Background: an optimization exercise with open tools, aiming at small area, a short achievable clock period and few clock cycles per item. Do not read the settings as production practice. No functional check of the RTL was part of any run shown here. Power and IR drop assume default switching activity.

<file path="flow/flow/run.sh">
#!/bin/bash
# The standard layout, with two changes:
#  - port buffers are buf_2 cells rather than the default delay buffers;
#  - the clock tree uses clkbuf_16 in clusters of up to 30 sinks and 80 um,
#    without dummy loads.
# make's full output goes to standard.log; each ORFS step keeps its own log
# under orfs/logs/.
set -euo pipefail
cd "$(dirname "$0")/.."
bash standard.sh \
  "BUFFER_PORTS_ARGS=-buffer_cell sky130_fd_sc_hd__buf_2" \
  "CTS_ARGS=-sink_clustering_enable -repair_clock_nets -dont_use_dummy_load -sink_clustering_size 30 -sink_clustering_max_diameter 80 -buf_list {sky130_fd_sc_hd__clkbuf_16}" \
  finish > standard.log 2>&1
</file>
<file path="flow/standard.sh">
#!/bin/bash
# synth_recipe.tcl (not shown) runs the flow's synth.tcl, then flattens the netlist and writes it again
# the make line also repeats each setting of config.mk as NAME=value (left out here)
make -C /OpenROAD-flow-scripts/flow DESIGN_CONFIG=/design/flow/config.mk WORK_HOME=/design/flow/orfs CLKGATE_MAP_FILE= SYNTH_SCRIPT=/design/flow/synth_recipe.tcl "${@:-finish}"
</file>
<file path="flow/config.mk">
export PLATFORM = sky130hd
export DESIGN_NAME = l1_cache
export DESIGN_NICKNAME = l1_cache
export VERILOG_FILES = /design/flow/design.v
export SDC_FILE = /design/flow/constraint.sdc
export NUM_CORES = 4
export LEC_CHECK = 0
export CAP_MARGIN = 20
export CORE_MARGIN = 2
export CORE_UTILIZATION = 40
export SETUP_SLACK_MARGIN = 2.45
export SLEW_MARGIN = 20
export TNS_END_PERCENT = 100
</file>
<file path="flow/constraint.sdc">
create_clock -name core_clock -period 5.0 [get_ports {clock}]
set_input_delay 1.0000 -clock core_clock [delete_from_list [all_inputs] [get_ports {clock}]]
set_output_delay 1.0000 -clock core_clock [all_outputs]
set_load 0.01 [all_outputs]
</file>
<file path="flow/design.v">
`timescale 1ns/100ps
package cache_pkg;
    localparam int DATA_WIDTH   = 32;
    localparam int ADDRESS_BITS = 32;
    localparam int BYTE_LANES   = DATA_WIDTH / 8;
    typedef logic [DATA_WIDTH-1:0]   word_t;
    typedef logic [ADDRESS_BITS-1:0] addr_t;
    typedef logic [BYTE_LANES-1:0]   byte_en_t;
    typedef logic [3:0]              msg_t;
    localparam msg_t NO_REQ   = 4'd0;
    localparam msg_t R_REQ    = 4'd1;
    localparam msg_t WB_REQ   = 4'd2;
    localparam msg_t FLUSH    = 4'd3;
    localparam msg_t MEM_RESP = 4'd4;
    typedef enum logic [3:0] {
        RESET,
        IDLE,
        CACHE_ACCESS,
        WRITE_BACK,
        WB_WAIT,
        READ_STATE,
        WAIT,
        UPDATE,
        SRV_FLUSH_REQ,
        WAIT_FLUSH_REQ
    } ctrl_state_t;
endpackage
`timescale 1ns/100ps
`timescale 1ns/100ps
`timescale 1ns/100ps
module l1_cache #(
    parameter int INDEX_BITS = 4
) (
    input  logic        clock,
    input  logic        arst_n,
    input  logic        read,
    input  logic        write,
    input  logic        flush,
    input  logic [31:0] address,
    input  logic [31:0] data_in,
    input  logic [3:0]  byte_en,
    input  logic [3:0]  mem2cache_msg,
    input  logic [31:0] mem2cache_data,
    output logic        ready,
    output logic        valid,
    output logic [31:0] data_out,
    output logic [3:0]  cache2mem_msg,
    output logic [31:0] cache2mem_address,
    output logic [31:0] cache2mem_data
);
    localparam int DEPTH    = 1 << INDEX_BITS;
    localparam int TAG_BITS = 32 - 2 - INDEX_BITS;
    localparam logic [1:0] M_NONE  = 2'd0;
    localparam logic [1:0] M_READ  = 2'd1;    
    localparam logic [1:0] M_WB    = 2'd2;    
    localparam logic [1:0] M_FLUSH = 2'd3;    
    logic [DEPTH-1:0]    valid_bits;
    logic [DEPTH-1:0]    dirty_bits;
    logic [TAG_BITS-1:0] tag_mem  [0:DEPTH-1];
    logic [31:0]         data_mem [0:DEPTH-1];
    logic                  s1_v;
    logic                  s1_rd, s1_wr, s1_fl;
    logic [TAG_BITS-1:0]   s1_tag;
    logic [INDEX_BITS-1:0] s1_idx;
    logic [DEPTH-1:0]      s1_oh;       
    logic [31:0]           s1_data;
    logic [3:0]            s1_wbe;      
    logic [TAG_BITS-1:0]   tsel_q;
    logic                  vsel_q, dsel_q;
    logic [1:0]            msg_q;
    logic                  m_gap;       
    logic                  m_wbp;       
    logic [INDEX_BITS-1:0] m_idx;
    logic                  m_rd;
    logic [3:0]            m_keep;      
    logic [29:0]           maddr_q;
    logic [31:0]           out_q;       
    logic                  valid_q;
    logic                  ready_q;
    logic                  fire_q;      
    logic one_request, mem_resp, m_busy, fire, hit, victim_dirty;
    logic s1_v_next, m_busy_next, m_gap_next, m_wbp_next;
    logic [1:0] msg_next;
    logic [TAG_BITS-1:0]   tag_rd;
    logic [31:0]           data_sel;
    logic                  same_line;
    assign one_request = (read & ~write & ~flush) | (~read & write & ~flush) |
                         (~read & ~write & flush);
    assign mem_resp = (mem2cache_msg == 4'd4);
    assign m_busy   = (msg_q != M_NONE) | m_gap;
    assign fire     = fire_q;
    assign hit          = vsel_q & (tsel_q == s1_tag);
    assign victim_dirty = vsel_q & dsel_q;
    logic                  take_addr;
    logic [DEPTH-1:0]      addr_oh, sel_oh, hold_oh, hold_oh_next;
    logic [INDEX_BITS-1:0] s1_idx_next, m_idx_next, hold_idx_next;
    logic                  v_rd, d_rd;
    assign take_addr = (~s1_v | fire) & ~m_wbp;
    always_comb begin
        for (int j = 0; j < DEPTH; j++) begin
            addr_oh[j] = (address[2 +: INDEX_BITS] == j);
        end
    end
    assign sel_oh = take_addr ? addr_oh : hold_oh;
    always_comb begin
        tag_rd = '0;
        v_rd   = 1'b0;
        d_rd   = 1'b0;
        for (int j = 0; j < DEPTH; j++) begin
            tag_rd = tag_rd | (tag_mem[j] & {TAG_BITS{sel_oh[j]}});
            v_rd   = v_rd | (valid_bits[j] & sel_oh[j]);
            d_rd   = d_rd | (dirty_bits[j] & sel_oh[j]);
        end
    end
    assign same_line = fire & (address[2 +: INDEX_BITS] == s1_idx);
    assign s1_idx_next   = (~s1_v | fire) ? address[2 +: INDEX_BITS] : s1_idx;
    assign m_idx_next    = fire ? s1_idx : m_idx;
    assign hold_idx_next = m_wbp_next ? m_idx_next : s1_idx_next;
    always_comb begin
        for (int j = 0; j < DEPTH; j++) begin
            hold_oh_next[j] = (hold_idx_next == j);
        end
    end
    always_ff @(posedge clock) begin
        hold_oh <= hold_oh_next;
    end
    always_comb begin
        data_sel = '0;
        for (int j = 0; j < DEPTH; j++) begin
            data_sel = data_sel | (data_mem[j] & {32{s1_oh[j]}});
        end
    end
    always_ff @(posedge clock) begin
        tsel_q <= tag_rd;
        if (same_line) begin
            vsel_q <= ~s1_fl | (vsel_q & ~hit);
            dsel_q <= s1_wr | dsel_q;
        end else begin
            vsel_q <= v_rd;
            dsel_q <= d_rd;
        end
    end
    always_comb begin
        msg_next   = msg_q;
        m_gap_next = m_gap;
        if (fire) begin
            if (s1_fl) begin
                if (hit & dsel_q) msg_next = M_FLUSH;
            end else if (!hit) begin
                msg_next = victim_dirty ? M_WB : M_READ;
            end
        end else if (m_gap) begin
            msg_next   = M_READ;
            m_gap_next = 1'b0;
        end else if (mem_resp) begin
            msg_next   = M_NONE;
            m_gap_next = (msg_q == M_WB);
        end
    end
    assign m_busy_next = (msg_next != M_NONE) | m_gap_next;
    assign m_wbp_next  = (msg_next == M_WB) | m_gap_next;
    assign s1_v_next   = ready_q ? one_request : (s1_v & ~fire);
    always_ff @(posedge clock or negedge arst_n) begin
        if (!arst_n) begin
            ready_q <= 1'b0;
            fire_q  <= 1'b0;
            s1_v    <= 1'b0;
            msg_q   <= M_NONE;
            m_gap   <= 1'b0;
            m_wbp   <= 1'b0;
            valid_q <= 1'b0;
        end else begin
            ready_q <= ~(s1_v_next & m_busy_next) & ~m_wbp_next;
            fire_q  <= s1_v_next & ~m_busy_next;
            s1_v    <= s1_v_next;
            msg_q   <= msg_next;
            m_gap   <= m_gap_next;
            m_wbp   <= m_wbp_next;
            valid_q <= (fire & s1_rd & hit) |
                       ((msg_q == M_READ) & mem_resp & m_rd);
        end
    end
    always_ff @(posedge clock or negedge arst_n) begin
        if (!arst_n) begin
            s1_rd  <= 1'b0;
            s1_wr  <= 1'b0;
            s1_fl  <= 1'b0;
            s1_tag <= '0;
            s1_idx <= '0;
            s1_wbe <= '0;
            s1_oh  <= '0;
        end else if (~s1_v | fire) begin
            s1_rd  <= read;
            s1_wr  <= write;
            s1_fl  <= flush;
            s1_tag <= address[31 -: TAG_BITS];
            s1_idx <= address[2 +: INDEX_BITS];
            s1_wbe <= write ? byte_en : 4'b0000;
            for (int j = 0; j < DEPTH; j++) begin
                s1_oh[j] <= (address[2 +: INDEX_BITS] == j);
            end
        end
    end
    always_ff @(posedge clock) begin
        if (~s1_v | fire) begin
            s1_data <= data_in;
        end
    end
    always_ff @(posedge clock) begin
        if (fire) begin
            m_idx  <= s1_idx;
            m_rd   <= s1_rd;
            m_keep <= s1_wbe;
        end
        if (fire) begin
            maddr_q <= {(victim_dirty ? tsel_q : s1_tag), s1_idx};
        end else if (m_gap) begin
            maddr_q <= {tsel_q, m_idx};
        end
        if (fire) begin
            out_q <= data_sel;
        end else if (msg_q == M_READ) begin
            out_q <= mem2cache_data;
        end
    end
    always_ff @(posedge clock or negedge arst_n) begin
        if (!arst_n) begin
            valid_bits <= '0;
        end else begin
            for (int j = 0; j < DEPTH; j++) begin
                if (fire & s1_oh[j] & (~s1_fl | hit)) valid_bits[j] <= ~s1_fl;
            end
        end
    end
    logic        fill;
    logic [31:0] wdata;
    assign fill  = (msg_q == M_READ);
    assign wdata = m_busy ? mem2cache_data : s1_data;
    always_ff @(posedge clock) begin
        for (int j = 0; j < DEPTH; j++) begin
            if (fire & ~s1_fl & s1_oh[j]) begin
                tag_mem[j]    <= s1_tag;
                dirty_bits[j] <= s1_wr | (hit & dsel_q);
            end
            for (int i = 0; i < 4; i++) begin
                if ((fire & s1_oh[j] & s1_wbe[i]) |
                    (fill & (m_idx == j) & ~m_keep[i])) begin
                    data_mem[j][8*i +: 8] <= wdata[8*i +: 8];
                end
            end
        end
    end
    assign ready             = ready_q;
    assign valid             = valid_q;
    assign data_out          = out_q;
    assign cache2mem_msg     = {2'b00, msg_q};
    assign cache2mem_address = {maddr_q, 2'b00};
    assign cache2mem_data    = out_q;
endmodule
</file>
==> metrics.md, run 1 <==
| Metric | Value |
|---|---|
| DRC viols | 0 |
| Ys flop type | edfxtp_1 |
| Vias in the first global route | 25.2k |
| Row count | 121 |
| Most frequent standard cell in the layout excluding fill and tap cells | edfxtp_1 |
| Per-cell routed wire length | 29.3 um |
| CTS Root Buffer Type | clkbuf_16 |
| Bufs on Longest Clock Path | 3 |
| Dpl hpwl | 68,300 um |
| Clock skew | 123 ps |
| RePlAce Congestion | 0.800 |
| Routed WL | 125,000 um |
| Yosys cell types | 51 |
| Yosys reg bits | 1,168 |
| Sequential area share after synthesis | 0.784 |
| Post-synthesis average cell area | 16.5 um^2 |
| Crit path launch type | flip-flop |
| Slew @ Worst Pin | 1100 ps |
| Clk sinks | between 1k and 1.5k |
| Clk slew on worst S/H paths | 110 ps |
| Die Area | around 110,000 um^2 |
| CP Class | flip-flop to flip-flop |
| Critical Path Sink Type | flip-flop |
| Run status | no timing/DRC/antenna violations |
| Max Cap Viol | 0 |
| Cell Area, Synth | approximately 44,000 um^2 |
| RSZ-0062 raised after global routing | yes |
| Port Buf Inserts | roughly 200 |
| Leakage | approximately 16 nW |
| Maximum operating frequency | 373 MHz |
| Worst slew margin | 0.262 |
| Area grow syn2layout | 12.4% |
| Ports | 211 |
| Syn Inst Count | 2,639 |
| Crit-path max FO | 8 |
| Final instance area | 49,000 um^2 |
| Internal | 16.9 mW |
| Core area | 109,000 um^2 |
| Setup_tns | 0 ps |
| Fin. Hold Viols | 0 |
| PwrDens | 511 nW/um^2 |
| First-pass GRT wire length | 177,000 um |
| Sw Pwr | 8.17 mW |
| TritonCTS Buffers | 52 |
| Hold Buf Count CTS | 0 |
| Number of synthesized flops with an enable pin | 1,043 |
| Final Critical Period | 2680 ps |
| Clk Latency, worst-skew pair | ~700 ps |
| Vias per Instance | ~6.0 |
| Chip height | around 330 um |
| Antenna-violating nets left | 0 |
| 1st-iter DRT viols | 3,251 |
| Initial Utilization | 0.402 |
| NumNets Final | about 3.0k |
| Fraction of layout cells with a size suffix above 1 | 0.214 |
| Die X | 334 um |
| Most frequent cells in the layout | 1,043 x edfxtp_1, 203 x buf_2, 191 x nand2_1 |
| Worst Setup SP | s1_tag[3]$_DFFE_PN0N_ |
| DRT Pass-1 Iters | 6 |
| Final hold slack | 371 ps |
| Initial antenna violation count | 4 |
| Clock power frac | 0.187 |
| H-tree depth | 2 |
| Asr flop ratio synth | 0.0659 |
| Worst EP required | about 5500 ps |
| Sw Share | 0.326 |
| Worst R2R Start | s1_tag[3]$_DFFE_PN0N_ |
| Flop pwr share | 0.556 |
| Fin util | 0.452 |
| Dpl cell area | 46,400 um^2 |
| Period Utilization, post-route | 0.536 |
| HP Start | tag_mem[13][17]$_DFFE_PP_ |
| Final Setup Violations | 0 |
| GRT overflow | 0 |
| Tot GR Track Use | 0.218 |
| Worst min path class | flip-flop to flip-flop |
| Via Count | 25.7k |
| FF/Latch Area | between 30,000 and 40,000 um^2 |
| Clock tree from TritonCTS | yes |
| Max VDD drop | 0.347 mV |
| Fillers | 9,213 |
| WP data arrival | between 3000 and 4000 ps |
| Combinational share of power | 0.257 |
| Count of pins over their slew limit | 0 |
| Largest net degree at the start of global routing | just over 90 |
| Synth warnings | 3 |
| Multi-input gate area | 9300 um^2 |
[synthesized netlist by cell type, types with 40 or more instances]
| library cell | number | share of area |
|---|---|---|
| nand2_1 | 192 | 0.017 |
| a22o_1 | 163 | 0.033 |
| dfrtp_1 | 77 | 0.044 |
| nand3_1 | 106 | 0.012 |
| buf_4 | 40 | 0.0069 |
| dfxtp_1 | 48 | 0.022 |
| a22oi_1 | 155 | 0.027 |
| clkbuf_1 | 100 | 0.0086 |
| o21ai_0 | 130 | 0.015 |
| edfxtp_1 | 1043 | 0.72 |
| a221oi_1 | 161 | 0.032 |
| mux2_2 | 59 | 0.015 |
| nand4_1 | 50 | 0.0072 |
| nor2_1 | 87 | 0.0075 |
[registers in the layout (all words and copies together) (netlist names), 16 cells and up]
| signal | flops |
|---|---|
| s1_oh | 16 |
| tag_mem | 416 |
| out_q | 32 |
| maddr_q | 30 |
| s1_data | 32 |
| s1_tag | 26 |
| dirty_bits | 16 |
| data_mem | 512 |
| tsel_q | 26 |
| valid_bits | 16 |
| hold_oh | 16 |
[critical path, stage by stage, from the launching register on]
cell	delay (ps)
dfrtp_2	490
xor2_2	190
nor4_4	330
nand4_1	250
nor2_4	260
buf_12	140
mux2i_4	320
buf_6	140
buf_6	80
and2_4	210
o32ai_1	110
[layout make-up]
| cell class | count | area share |
|---|---|---|
| multi-input cells | 1265 | 0.190 |
| well taps | 1414 | 0.0361 |
| diodes | 1 | 0.0000510 |
| flip-flops and latches | 1168 | 0.698 |
| inverters | 15 | 0.00179 |
| repair buffers | 341 | 0.0474 |
| clock buffers | 52 | 0.0265 |
[power groups by stage]
stage	registers (mW)	logic [mW]	clock network, mW
6_report	13.9	6.45	4.69
3_5_place_dp	14.4	5.46	0
2_1_floorplan	14.0	3.33	0
4_1_cts	13.9	6.21	4.77
5_1_grt	14.0	6.90	5.08
3_3_place_gp	14.3	5.34	0
[metal layers]
| metal | share of wire | track usage |
|---|---|---|
| met4 | 0.021 | 0.0467 |
| met5 | 0.00014 | 0 |
| met2 | 0.50 | 0.374 |
| met3 | 0.089 | 0.0346 |
| met1 | 0.39 | 0.292 |
[through the flow]
stage	std cells	power [mW]	setup WS, ps
global placement	4147	19.6	1470
detailed placement	4149	19.9	1310
finish	4256	25.1	2320
global route	4256	26.0	2200
floorplan	2642	17.3	2310
CTS	4242	24.9	2130
[cell families (layout without fill, tap and decap cells)]
group           Yosys count  count (layout)  share of synthesized area
flops                  1168            1168                      0.784
compound gates          687             687                      0.121
simple gates            475             476                     0.0492
buf+inv                 210             408                     0.0223
mux                      67              67                     0.0171
xor+xnor                 31              31                    0.00622
other cells               1               5                  0.0000859
[what timing repair did]
action	4_1_cts	5_1_grt
cloned	2	1
pin swaps	14	20
setup buffers	39	12
resized for setup	118	48
endpoints found under the setup margin	713	364
[worst paths after layout]
kind	end	slack [ps]	cells past startpoint
max in group asynchronous	s1_tag[6]$_DFFE_PN0N_	3650	2
hold / removal	tsel_q[17]$_DFF_P_	370	2
setup reg to reg	hold_oh[11]$_DFF_P_	2320	10
setup / recovery	hold_oh[11]$_DFF_P_	2320	10
min in group asynchronous	valid_bits[2]$_DFFE_PN0P_	400	1
hold reg to reg	tsel_q[17]$_DFF_P_	370	2
==> run 2: changes to the inputs <==
--- a/flow/config.mk
+++ b/flow/config.mk
@@ -10,2 +10,3 @@
 export CORE_UTILIZATION = 40
+export PLACE_DENSITY = 0.75
 export SETUP_SLACK_MARGIN = 2.45
==> run 2 against run 1 <==
Against the previous run:
- still clean
- non-clock buffer count rose by 9
- register-to-register slack got worse by 60 ps
- power fell by 0.82%
- die area did not move
- via count rose by 1.8%
- synthesized cell count did not move
- flip-flop and latch count did not move
- combinational power fell by 3.3%
- clock power fell by 1%
- final area fell by 0.27%
- fmax fell by 2.4%
- largest power group unchanged
==> metrics.md, run 2 <==
| Metric | Value |
|---|---|
| Cell taking the most area after synthesis | edfxtp_1 |
| Yosys reg bits | 1,168 |
| Largest regs | data_mem (512), tag_mem (416) |
| Clk Latency, worst-skew pair | 710 ps |
| GRT overflow | 0 |
| WP data arrival | 3310 ps |
| Final hold slack | 337 ps |
| RSZ-0062 raised after global routing | yes |
| Fin. Hold Viols | 0 |
| Ports | 211 |
| Max VDD drop | 0.560 mV |
| Sw Pwr | 8.06 mW |
| Chip height | 334 um |
| Share of the synthesized area in the top cell type | 0.718 |
| Dpl hpwl | 65,200 um |
| Clock power frac | 0.186 |
| Asr flop ratio synth | 0.0659 |
| Most frequent standard cell in the layout excluding fill and tap cells | edfxtp_1 |
| Crit path launch type | flip-flop |
| Area grow syn2layout | 12.1% |
| Routed WL | ~120,000 um |
| Row count | 121 |
| Final Critical Period | 2740 ps |
| Largest net degree at the start of global routing | 104 |
| DRT Pass-1 Iters | 6 |
| Crit-path max FO | 19 |
| Initial antenna violation count | 7 |
| Vias per Instance | 6.14 |
| Tot GR Track Use | 0.205 |
| Setup slack after layout | 2260 ps |
| Vias in the first global route | 24.8k |
| Internal | 16.8 mW |
| Sw Share | 0.324 |
| Antenna-violating nets left | 0 |
| Most frequent cells in the layout | 1,043 x edfxtp_1, 203 x buf_2, 191 x nand2_1 |
| CP Class | flip-flop to flip-flop |
| CTS Root Buffer Type | clkbuf_16 |
| Hold Buf Count CTS | 0 |
| H-tree depth | 2 |
| Clock skew | 129 ps |
| NumNets Final | 2,960 |
| Maximum operating frequency | about 360 MHz |
| Cell Area, Synth | around 44,000 um^2 |
| Worst Setup SP | s1_tag[3]$_DFFE_PN0N_ |
| Number of synthesized flops with an enable pin | 1,043 |
| Clock tree from TritonCTS | yes |
| Syn Inst Count | between 2k and 3k |
| Run status | no timing/DRC/antenna violations |
| Die Area | 112,000 um^2 |
| Worst min path class | input pin to async pin |
| Yosys cell types | just over 50 |
| Via Count | approximately 26k |
| Worst EP required | 5570 ps |
| Sequential area share after synthesis | 0.784 |
| Initial Utilization | 0.402 |
| Most frequent cell after synthesis | edfxtp_1 |
| Post-Place Worst Slack | 1180 ps |
| RePlAce Congestion | 0.826 |
| Leakage | about 16 nW |
| Worst R2R Start | s1_tag[3]$_DFFE_PN0N_ |
| Worst slew margin | 0.247 |
| Flop pwr share | 0.563 |
| Reg with most FFs | data_mem |
| 1st-iter DRT viols | ~3.9k |
| Per-cell routed wire length | 27.7 um |
| TritonCTS Buffers | a little over 50 |
| Count of pins over their slew limit | 0 |
| Period Utilization, post-route | 0.549 |
| Synth area leaders | edfxtp_1 72%, dfrtp_1 4.4%, a22o_1 3.3% |
| DRC viols | 0 |
| Max Cap Viol | 0 |
| Synth warnings | 3 |
| Die X | around 330 um |
| Fraction of layout cells with a size suffix above 1 | 0.208 |
| Setup_tns | 0 ps |
| Combinational share of power | 0.251 |
| Ys flop type | edfxtp_1 |
| PwrDens | 508 nW/um^2 |
| Critical Path Sink Type | flip-flop |
| Core area | 109,000 um^2 |
| Final Setup Violations | 0 |
| Slew @ Worst Pin | 1130 ps |
| Bufs on Longest Clock Path | 3 |
| Clk slew on worst S/H paths | 110 ps |
| Clk sinks | between 1k and 1.5k |
| Fillers | 9,088 |
| First-pass GRT wire length | 168,000 um |
| Max FFs per register | 512 |
| Most frequent cells after synthesis | 1,043 x edfxtp_1, 192 x nand2_1, 163 x a22o_1, 161 x a221oi_1, 155 x a22oi_1 |
| Port Buf Inserts | between 200 and 250 |
| Fin util | 0.451 |
| Post-synthesis average cell area | approximately 17 um^2 |
run 2: cell counts after synthesis:
Identical to the previous run, type by type.
run 2: final timing paths:
path	to	slack (ps)	cells past startpoint
max	hold_oh[9]$_DFF_P_	2260	11
min	s1_tag[12]$_DFFE_PN0N_	340	1
max reg2reg	hold_oh[9]$_DFF_P_	2260	11
min reg2reg	tsel_q[4]$_DFF_P_	480	2
max in group asynchronous	s1_oh[12]$_DFFE_PN0N_	3450	2
min in group core_clock	s1_data[16]$_DFFE_PN_	470	1
run 2: worst max-delay path: stages (launching register included):
cell and delay [ps]:
dfrtp_2 530, xor2_1 250, nor4_4 320, nand4_1 150, buf_4 180, nor2_4 210, buf_12 140, mux2i_4 330
a21oi_4 110, buf_12 150, buf_16 140, o32ai_2 110
run 2: per-stage QoR:
stage               power (mW)  std cells  area, um^2
finish                    24.9       4266       48900
global route              25.8       4265       48900
CTS                       24.6       4248       48500
detailed placement        19.9       4176       46700
global placement          19.7       4173       46600
floorplan                 17.3       2642       43700
run 2: logic make-up (layout without fill, tap and decap cells):
kind of cell | count (synthesis) | after routing | synth area share
AOI/OAI and AO/OA | 687 | 687 | 0.121
xor gates and xnor gates | 31 | 31 | 0.00622
buffers and inverters | 210 | 416 | 0.0223
DFF | 1168 | 1168 | 0.784
muxes | 67 | 67 | 0.0171
other | 1 | 7 | 0.0000859
and+or+nand+nor | 475 | 476 | 0.0492
run 2: routing by layer:
layer,GRT usage,part of all wire
met4,0.0692,0.032
met5,0,0.00030
met3,0.0439,0.12
met1,0.276,0.37
met2,0.330,0.47
run 2: cell type report:
class / instances / area, um^2 / area share
diodes: 3 / 7.51 / 0.000154
well taps: 1414 / 1770 / 0.0362
flip-flops and latches: 1168 / 34300 / 0.701
inverters: 15 / 63.8 / 0.00130
repair buffers: 350 / 2370 / 0.0485
clock buffers: 51 / 1280 / 0.0261
multi-input cells: 1265 / 9150 / 0.187
run 2: power by group through the flow:
stage | combinational, mW | clock, mW | sequential (mW)
finish | 6.24 | 4.62 | 14.0
global route | 6.65 | 4.99 | 14.1
CTS | 6.00 | 4.67 | 14.0
detailed placement | 5.55 | 0 | 14.3
global placement | 5.42 | 0 | 14.2
floorplan | 3.33 | 0 | 14.0
run 2: repair_timing:
item                       in CTS  in global routing
gates cloned                    2                  1
setup endpoints to repair     635                148
buffers inserted               19                 13
pin swaps                      18                  8
gates resized for setup        78                 54
==> run 3: changes to the inputs <==
--- a/flow/design.v
+++ b/flow/design.v
@@ -182,18 +182,11 @@
     end
-    always_ff @(posedge clock or negedge arst_n) begin
-        if (!arst_n) begin
-            s1_rd  <= 1'b0;
-            s1_wr  <= 1'b0;
-            s1_fl  <= 1'b0;
-            s1_tag <= '0;
-            s1_idx <= '0;
-            s1_wbe <= '0;
-            s1_oh  <= '0;
-        end else if (~s1_v | fire) begin
-            s1_rd  <= read;
-            s1_wr  <= write;
-            s1_fl  <= flush;
-            s1_tag <= address[31 -: TAG_BITS];
-            s1_idx <= address[2 +: INDEX_BITS];
-            s1_wbe <= write ? byte_en : 4'b0000;
+    always_ff @(posedge clock) begin
+        if (~s1_v | fire) begin
+            s1_rd   <= read;
+            s1_wr   <= write;
+            s1_fl   <= flush;
+            s1_tag  <= address[31 -: TAG_BITS];
+            s1_idx  <= address[2 +: INDEX_BITS];
+            s1_data <= data_in;
+            s1_wbe  <= write ? byte_en : 4'b0000;
             for (int j = 0; j < DEPTH; j++) begin
@@ -201,7 +194,2 @@
             end
-        end
-    end
-    always_ff @(posedge clock) begin
-        if (~s1_v | fire) begin
-            s1_data <= data_in;
         end
@@ -221,3 +209,3 @@
             out_q <= data_sel;
-        end else if (msg_q == M_READ) begin
+        end else if (rph_q) begin
             out_q <= mem2cache_data;
@@ -230,13 +218,34 @@
             for (int j = 0; j < DEPTH; j++) begin
-                if (fire & s1_oh[j] & (~s1_fl | hit)) valid_bits[j] <= ~s1_fl;
-            end
-        end
-    end
-    logic        fill;
-    logic [31:0] wdata;
-    assign fill  = (msg_q == M_READ);
-    assign wdata = m_busy ? mem2cache_data : s1_data;
-    always_ff @(posedge clock) begin
-        for (int j = 0; j < DEPTH; j++) begin
-            if (fire & ~s1_fl & s1_oh[j]) begin
+                if (wr_oh_q[j]) begin
+                    valid_bits[j] <= 1'b1;
+                end else if (fire & s1_fl & s1_oh[j] & hit) begin
+                    valid_bits[j] <= 1'b0;
+                end
+            end
+        end
+    end
+    logic [DEPTH-1:0] wr_oh_q, fill_oh_q;
+    logic             rph_q;       
+    logic [31:0]      wdata;
+    logic             cap, rw_next;
+    assign cap     = ~s1_v | fire;
+    assign rw_next = cap ? (read | write) : (s1_rd | s1_wr);
+    always_ff @(posedge clock or negedge arst_n) begin
+        if (!arst_n) begin
+            wr_oh_q   <= '0;
+            fill_oh_q <= '0;
+            rph_q     <= 1'b0;
+        end else begin
+            for (int j = 0; j < DEPTH; j++) begin
+                wr_oh_q[j]   <= s1_v_next & ~m_busy_next & rw_next &
+                                (cap ? addr_oh[j] : s1_oh[j]);
+                fill_oh_q[j] <= (msg_next == M_READ) & (m_idx_next == j);
+            end
+            rph_q <= (msg_next == M_READ);
+        end
+    end
+    assign wdata = rph_q ? mem2cache_data : s1_data;
+    always_ff @(posedge clock) begin
+        for (int j = 0; j < DEPTH; j++) begin
+            if (wr_oh_q[j]) begin
                 tag_mem[j]    <= s1_tag;
@@ -245,4 +254,3 @@
             for (int i = 0; i < 4; i++) begin
-                if ((fire & s1_oh[j] & s1_wbe[i]) |
-                    (fill & (m_idx == j) & ~m_keep[i])) begin
+                if ((wr_oh_q[j] & s1_wbe[i]) | (fill_oh_q[j] & ~m_keep[i])) begin
                     data_mem[j][8*i +: 8] <= wdata[8*i +: 8];
==> flow/flow/run.sh (replaced) <==
#!/bin/bash
# The standard layout, with two changes:
#  - port buffers are buf_2 cells rather than the default delay buffers;
#  - the clock tree uses clkbuf_16 in clusters of up to 25 sinks and 70 um,
#    without dummy loads.
# make's full output goes to standard.log; each ORFS step keeps its own log
# under orfs/logs/.
set -euo pipefail
cd "$(dirname "$0")/.."
bash standard.sh \
  "BUFFER_PORTS_ARGS=-buffer_cell sky130_fd_sc_hd__buf_2" \
  "CTS_ARGS=-sink_clustering_enable -repair_clock_nets -dont_use_dummy_load -sink_clustering_size 25 -sink_clustering_max_diameter 70 -buf_list {sky130_fd_sc_hd__clkbuf_16}" \
  finish > standard.log 2>&1
--- a/flow/config.mk
+++ b/flow/config.mk
@@ -10,5 +10,4 @@
 export CORE_UTILIZATION = 40
-export PLACE_DENSITY = 0.75
-export SETUP_SLACK_MARGIN = 2.45
+export SETUP_SLACK_MARGIN = 2.6
 export SLEW_MARGIN = 20
-export TNS_END_PERCENT = 100
+export TNS_END_PERCENT = 10
==> run 3 against run 2 <==
Against the previous run:
- still clean
- global-route usage increased by 1.4 points
- first-iteration DRC count decreased by 20%
- wire length increased by 6.2%
- non-clock buffer count increased by 27
- final area increased by 2.1%
- highest routed layer unchanged
==> metrics.md, run 3 <==
| Metric | Value |
|---|---|
| Run status | no timing/DRC/antenna violations |
| Initial Utilization | 0.402 |
| Max FFs per register | 512 |
| Fraction of layout cells with a size suffix above 1 | 0.213 |
| Diode count | 0 |
| Asr flop ratio synth | 0.0475 |
| Cell at the slowest stage of the critical path | or4_4 |
| Largest net degree at the start of global routing | 59 |
| Ports | 211 |
| Cell Area, Synth | 44,300 um^2 |
| Chip height | 337 um |
| Met1 usage | 0.292 |
| Clk Latency, worst-skew pair | 670 ps |
| Core area | 110,000 um^2 |
| Largest regs | data_mem (512), tag_mem (416) |
| GRT overflow | 0 |
| Max VDD drop | 0.262 mV |
| Most frequent cells after synthesis | 1,076 x edfxtp_1, 161 x a221oi_1, 161 x a22o_1, 157 x a22oi_1, 151 x nand2_1 |
| Worst min path class | flip-flop to flip-flop |
| Ys flop type | edfxtp_1 |
| Per-cell routed wire length | 29.0 um |
| Clk sinks | 1,201 |
| Clock tree from TritonCTS | yes |
| Number of synthesized flops with an enable pin | 1,076 |
| Sequential area share after synthesis | 0.792 |
| Area grow syn2layout | 12.7% |
| Crit-path max FO | 5 |
| TritonCTS Buffers | 74 |
| Maximum operating frequency | 359 MHz |
| Via Count | 25.5k |
| Final instance area | approximately 50,000 um^2 |
| Critical Path Sink Type | flip-flop |
| PwrDens | 521 nW/um^2 |
| Post-synthesis average cell area | 17.2 um^2 |
| Crit path launch type | flip-flop |
| Global route hottest layer | met2 |
| Worst EP required | 5590 ps |
| 1st-iter DRT viols | 3,143 |
| Initial antenna violation count | 1 |
| Hold Buf Count CTS | 0 |
| Row count | 122 |
| Count of pins over their slew limit | 0 |
| Period Utilization, post-route | 0.557 |
| Syn Inst Count | 2,574 |
| Slew @ Worst Pin | 1150 ps |
| RSZ-0062 raised after global routing | yes |
| Vias per Instance | approximately 6 |
| Port Buf Inserts | between 200 and 250 |
| GR Util met3 | 0.0374 |
| Die X | 337 um |
| Fin. Hold Viols | 0 |
| Antenna-violating nets left | 0 |
| Most frequent standard cell in the layout excluding fill and tap cells | edfxtp_1 |
| Synth warnings | 3 |
| CP Class | flip-flop to flip-flop |
| First-pass GRT wire length | 178,000 um |
| Share of the synthesized area in the top cell type | 0.729 |
| DRT Pass-1 Iters | 6 |
| RePlAce Congestion | 0.850 |
| Vias in the first global route | ~25k |
| Worst slew margin | 0.229 |
| WP data arrival | 3380 ps |
| Final Critical Period | 2790 ps |
| NumNets Final | 2,953 |
| Bufs on Longest Clock Path | 3 |
| Final Setup Violations | 0 |
| Dpl cell area | 47,500 um^2 |
| Most frequent cell after synthesis | edfxtp_1 |
| Reg with most FFs | data_mem |
| Routed WL | 126,000 um |
| Die Area | about 110,000 um^2 |
| Yosys cell types | 64 |
| Clk slew on worst S/H paths | 100 ps |
| CP peak stage delay | 620 ps |
| Dpl hpwl | 71,800 um |
| Synth area leaders | edfxtp_1 73%, dfrtp_1 3.2%, a221oi_1 3.2% |
| Yosys reg bits | 1,201 |
| Tot GR Track Use | 0.219 |
| Final hold slack | 461 ps |
| Max Cap Viol | 0 |
| Most frequent cells in the layout | 1,076 x edfxtp_1, 204 x buf_2, 162 x buf_4 |
| Cell taking the most area after synthesis | edfxtp_1 |
| GRT met2 Usage | 0.369 |
| Clock skew | about 86 ps |
| H-tree depth | 3 |
| Setup_tns | 0 ps |
| Leakage | 16.4 nW |
| DRC viols | 0 |
| Cell Chain, Critical Path | xor2_2, nor4_4, nand4_1, buf_6, nor2_4, mux2_4, or4_4, nor3b_2 |
| CTS Root Buffer Type | clkbuf_16 |
## run 3: critical path, delay by kind of cell, from the launching register on
kind          cells  cell delay [ps]
flops             1              490
xor+xnor          1              250
simple gates      5             1480
buf+inv           1              180
mux               1              350
## run 3: timing repair
item                                    in CTS  in global routing
endpoints found under the setup margin     166                157
gates cloned                                 2                  0
resized for setup                           35                  8
pin swaps                                   15                  9
endpoints found under the hold margin        0                  0
buffers inserted                            43                  4
## run 3: kinds of logic after synthesis
logic type | synth area share
compound gates | 0.117
simple gates | 0.0424
flops | 0.792
mux | 0.0198
xor+xnor | 0.00553
buf+inv | 0.0241
other cells | 0.0000846
## run 3: cell type report
| class | count | area, um^2 |
|---|---|---|
| clock buffers | 74 | 1850 |
| fillers | 9434 | 60400 |
| inverters | 29 | 121 |
| multi-input cells | 1161 | 8580 |
| flip-flops and latches | 1201 | 35100 |
| well taps | 1488 | 1860 |
| repair buffers | 377 | 2410 |
## run 3: report_power, final
part	internal [mW]	switching (mW)
Combinational	1.92	4.27
Sequential	13.4	0.813
Clock	2.63	3.03
## run 3: worst paths after layout
path,from,end,slack (ps),cells after the start
min in group asynchronous,arst_n,wr_oh_q[14]$_DFF_PN0_,490,2
hold reg to reg,tag_mem[11][1]$_DFFE_PP_,tsel_q[1]$_DFF_P_,460,2
setup reg to reg,s1_tag[3]$_DFFE_PN_,wr_oh_q[12]$_DFF_PN0_,2210,8
max in group asynchronous,arst_n,fire_q$_DFF_PN0_,3860,2
setup / recovery,s1_tag[3]$_DFFE_PN_,wr_oh_q[12]$_DFF_PN0_,2210,8
hold / removal,tag_mem[11][1]$_DFFE_PP_,tsel_q[1]$_DFF_P_,460,2
## run 3: per-layer routing
| metal | vias up | part of all wire |
|---|---|---|
| met1 | 13200 | 0.40 |
| met5 | - | 0.000072 |
| li1 | 10800 | - |
| met4 | 2 | 0.026 |
| met2 | 1280 | 0.49 |
| met3 | 197 | 0.082 |
## run 3: stage by stage
stage / utilization / total power [mW] / worst slack (ps) / cells
after global placement: 0.430 / 20.0 / 1280 / 4206
after floorplan: - / 17.6 / 2080 / 2577
after global routing: 0.453 / 27.0 / 2160 / 4330
after detailed placement: 0.430 / 20.2 / 1180 / 4207
final: 0.453 / 26.0 / 2210 / 4330
after CTS: 0.452 / 26.1 / 2230 / 4326
==> run 4: changes to the inputs <==
==> flow/flow/run.sh (replaced) <==
#!/bin/bash
# The standard layout, with two changes:
#  - port buffers are buf_2 cells rather than the default delay buffers;
#  - the clock tree uses clkbuf_4/clkbuf_8 in clusters of up to 30 sinks,
#    without dummy loads.
# make's full output goes to standard.log; each ORFS step keeps its own log
# under orfs/logs/.
set -euo pipefail
cd "$(dirname "$0")/.."
bash standard.sh \
  "BUFFER_PORTS_ARGS=-buffer_cell sky130_fd_sc_hd__buf_2" \
  "CTS_ARGS=-sink_clustering_enable -repair_clock_nets -dont_use_dummy_load -sink_clustering_size 30 -buf_list {sky130_fd_sc_hd__clkbuf_4 sky130_fd_sc_hd__clkbuf_8}" \
  finish > standard.log 2>&1
==> run 4 against run 3 <==
Against the previous run:
- still clean on timing, DRC and antenna
- fmax rose by 0.47%
- combinational power rose by 2%
- clock power rose by 18%
- critical path depth fell by 4
- power rose by 4.5%
- sequential share of layout area fell by 1.3 points
- flip-flop and latch count did not move
- clock-buffer cell count rose by 118
- synthesized cell count did not move
- hold slack got worse by 140 ps
- area after synthesis did not move
- non-clock buffer count rose by 12
- largest cell class unchanged
==> metrics.md, run 4 <==
| Metric | Value |
|---|---|
| Area grow syn2layout | 14.8% |
| GRT met2 Usage | 0.369 |
| Final hold slack | 324 ps |
| Kind of cell adding the most delay to the critical path | flip-flops |
| Vias per Instance | 5.88 |
| Most frequent cell after synthesis | edfxtp_1 |
| Reg with most FFs | data_mem |
| Clock tree from TritonCTS | yes |
| Maximum operating frequency | 361 MHz |
| PnR Total Power | 27.2 mW |
| Largest net degree at the start of global routing | 59 |
| NumNets Final | 3,083 |
| FF-to-FF End | out_q[25]$_DFFE_PP_ |
| Run status | no timing/DRC/antenna violations |
| CP peak stage delay | 1000 ps |
| CTS Root Buffer Type | clkbuf_8 |
| Max VDD drop | 0.303 mV |
| Worst R2R Start | s1_oh[8]$_DFF_P_ |
| GRT overflow | 0 |
| H-tree depth | 4 |
| Die X | 337 um |
| Yosys cell types | 64 |
| Slew @ Worst Pin | 1190 ps |
| First-pass GRT wire length | between 150,000 and 200,000 um |
| WP data arrival | around 3300 ps |
| Fillers | 9,351 |
| Setup_tns | 0 ps |
| Leakage | 16.9 nW |
| Max Cap Viol | 0 |
| Bufs on Longest Clock Path | 3 |
| HP Start | data_in[15] |
| Initial antenna violation count | 4 |
| Met1 usage | 0.293 |
| Fin. Hold Viols | 0 |
| Chip height | 337 um |
| Clk slew on worst S/H paths | 60 ps |
| Worst-case reg-to-reg path depth | 4 |
| Synth warnings | 3 |
| Hold path depth | 1 |
| WP buf/inv | 1 |
| Clock skew | 76.2 ps |
| Most frequent standard cell in the layout excluding fill and tap cells | edfxtp_1 |
| CP Class | flip-flop to flip-flop |
| Final Setup Violations | 0 |
| Sw Share | 0.311 |
| Row count | 122 |
| 1st-iter DRT viols | 3,332 |
| TritonCTS Buffers | between 150 and 200 |
| Post-synthesis average cell area | 17.2 um^2 |
| Antenna-violating nets left | 0 |
| Routed WL | ~130,000 um |
| Ports | 211 |
| Max FFs per register | 512 |
| Sequential area share after synthesis | 0.792 |
| RePlAce Congestion | 0.850 |
| Crit-path max FO | 21 |
| Dpl hpwl | 71,800 um |
| Critical Path Sink Type | flip-flop |
| GR Util met3 | 0.0459 |
| Cell taking the most area after synthesis | edfxtp_1 |
| Period Utilization, post-route | 0.554 |
| Die Area | about 110,000 um^2 |
| DRC viols | 0 |
| Global route hottest layer | met2 |
| Cell Chain, Critical Path | buf_4, a22o_1, a221oi_1, a41oi_1 |
| Vias in the first global route | 25.9k |
| Worst min path class | input pin to flip-flop |
| RSZ-0062 raised after global routing | yes |
| Clk sinks | 1,201 |
| Port Buf Inserts | between 200 and 250 |
| Flop pwr share | 0.523 |
| Largest regs | data_mem (512), tag_mem (416) |
| Ys flop type | edfxtp_1 |
| PwrDens | about 530 nW/um^2 |
| Final Critical Period | 2770 ps |
| Combinational share of power | 0.231 |
| Core area | approximately 110,000 um^2 |
| Via Count | ~26k |
| Worst slew margin | 0.207 |
| Asr flop ratio synth | 0.0475 |
| Worst R2R Setup Slack | 2230 ps |
| Share of the synthesized area in the top cell type | 0.729 |
| Most frequent cells after synthesis | 1,076 x edfxtp_1, 161 x a221oi_1, 161 x a22o_1, 157 x a22oi_1, 151 x nand2_1 |
| Count of pins over their slew limit | 0 |
| Sw Pwr | 8.45 mW |
| Cell at the slowest stage of the critical path | dfxtp_1 |
| DRT Pass-1 Iters | 8 |
| Most frequent cells in the layout | 1,076 x edfxtp_1, 204 x buf_2, 192 x clkbuf_8 |
| WHS Endpoint | s1_data[15]$_DFFE_PN_ |
| Number of synthesized flops with an enable pin | 1,076 |
| Yosys reg bits | 1,201 |
| Cell Area, Synth | 44,300 um^2 |
| Clk Latency, worst-skew pair | about 860 ps |
| Fraction of layout cells with a size suffix above 1 | 0.247 |
| Syn Inst Count | 2,574 |
| Tot GR Track Use | 0.222 |
| Clock power frac | 0.246 |
| Initial Utilization | 0.402 |
| Crit path launch type | flip-flop |
| Per-cell routed wire length | 28.5 um |
| Internal | 18.7 mW |
| Synth area leaders | edfxtp_1 73%, dfrtp_1 3.2%, a221oi_1 3.2% |
| Worst EP required | 5490 ps |
-- run 4: cell counts after synthesis --
Identical to the previous run, type by type.
-- run 4: worst max-delay path by stage --
stage                                    start                     to  slack, ps  depth (start not counted)
after floorplan               mem2cache_msg[3]   wr_oh_q[0]$_DFF_PN0_       2080                          8
after global placement              address[5]         dsel_q$_DFF_P_       1280                          7
after detailed placement   s1_tag[1]$_DFFE_PN_  wr_oh_q[12]$_DFF_PN0_       1180                          7
after CTS                  s1_tag[7]$_DFFE_PN_  wr_oh_q[13]$_DFF_PN0_       2200                          8
after global routing      s1_tag[12]$_DFFE_PN_    hold_oh[10]$_DFF_P_       2160                         10
final                         s1_oh[8]$_DFF_P_    out_q[25]$_DFFE_PP_       2230                          4
-- run 4: power groups by stage --
stage | sequential [mW] | combinational, mW | clock (mW)
after floorplan | 14.3 | 3.35 | 0
after global placement | 14.5 | 5.48 | 0
after detailed placement | 14.6 | 5.58 | 0
after CTS | 14.2 | 6.17 | 6.82
after global routing | 14.3 | 6.74 | 7.24
final | 14.2 | 6.28 | 6.69
-- run 4: stage by stage --
step	setup slack, ps	instance area (um^2)	utilization	instances
6_report	2230	50900	0.461	4466
4_1_cts	2200	50600	0.459	4440
2_1_floorplan	2080	44400	-	2577
5_1_grt	2160	50900	0.461	4465
3_3_place_gp	1280	47400	0.430	4206
3_5_place_dp	1180	47500	0.430	4207
-- run 4: what timing repair did --
action,CTS,global route
gates cloned,2,0
resized for setup,36,14
setup endpoints to repair,216,205
pin swaps,20,16
buffers inserted,39,19
hold buffers,0,0
-- run 4: cell families after synthesis --
family          Yosys count  share of synthesized area
mux                      80                     0.0198
compound gates          663                      0.117
flops                  1201                      0.792
xor+xnor                 28                    0.00553
other cells               1                  0.0000846
simple gates            384                     0.0424
buf+inv                 217                     0.0241
-- run 4: cell type report --
class | count | area, um^2 | share of cell area
Sequential cell | 1201 | 35100 | 0.690
Multi-Input combinational cell | 1161 | 8600 | 0.169
Clock buffer | 192 | 2640 | 0.0519
Timing Repair Buffer | 389 | 2520 | 0.0496
Tap cell | 1488 | 1860 | 0.0366
Inverter | 29 | 121 | 0.00238
Antenna cell | 6 | 15.0 | 0.000295
-- run 4: per-layer routing --
metal  share of wire  up-vias
li1                -    11100
met1            0.39    13400
met2            0.49     1490
met3           0.095      275
met4           0.030        2
met5        0.000071        -
-- run 4: worst reg2reg max path, cell delays in order, from the launching register on --
cell,delay [ps]
dfxtp_1,1000
buf_4,520
a22o_1,230
a221oi_1,50
a41oi_1,630

-- separate check: timing with driven ports --
How much do the figures lean on ideal ports? The routed layouts below were timed once more, with nothing changed but the port constraints.
Step 1 (the two cells are an assumption about what drives the block):
set clk [get_ports {clock}]
set_driving_cell -lib_cell sky130_fd_sc_hd__clkbuf_16 $clk
set_driving_cell -lib_cell sky130_fd_sc_hd__buf_2 [delete_from_list [all_inputs] $clk]
Step 2 times the ports against the registers' clock, not the clock port: input delays grow and output delays shrink by t, the midpoint of the rising clock arrivals with the driver on.
Three values: no drivers, after step 1, after step 2; two values: the first two.
run | shift t [ns] | setup slack, ns | hold slack, ns
run 1 | 0.708 | 2.320 / 2.320 / 1.863 | 0.371 / 0.347 / 0.371
run 2 | 0.714 | 2.255 / 2.255 / 1.827 | 0.337 / 0.288 / 0.485
run 3 | 0.719 | 2.215 / 2.215 / 1.589 | 0.461 / 0.424 / 0.461
run 4 | 0.883 | 2.228 / 2.228 / 1.498 | 0.324 / 0.279 / 0.448
After both steps every run listed still meets setup and hold. The setup slack of run 4, which loses most, moves by 0.000 ns with the drivers and by -0.730 ns with both steps.
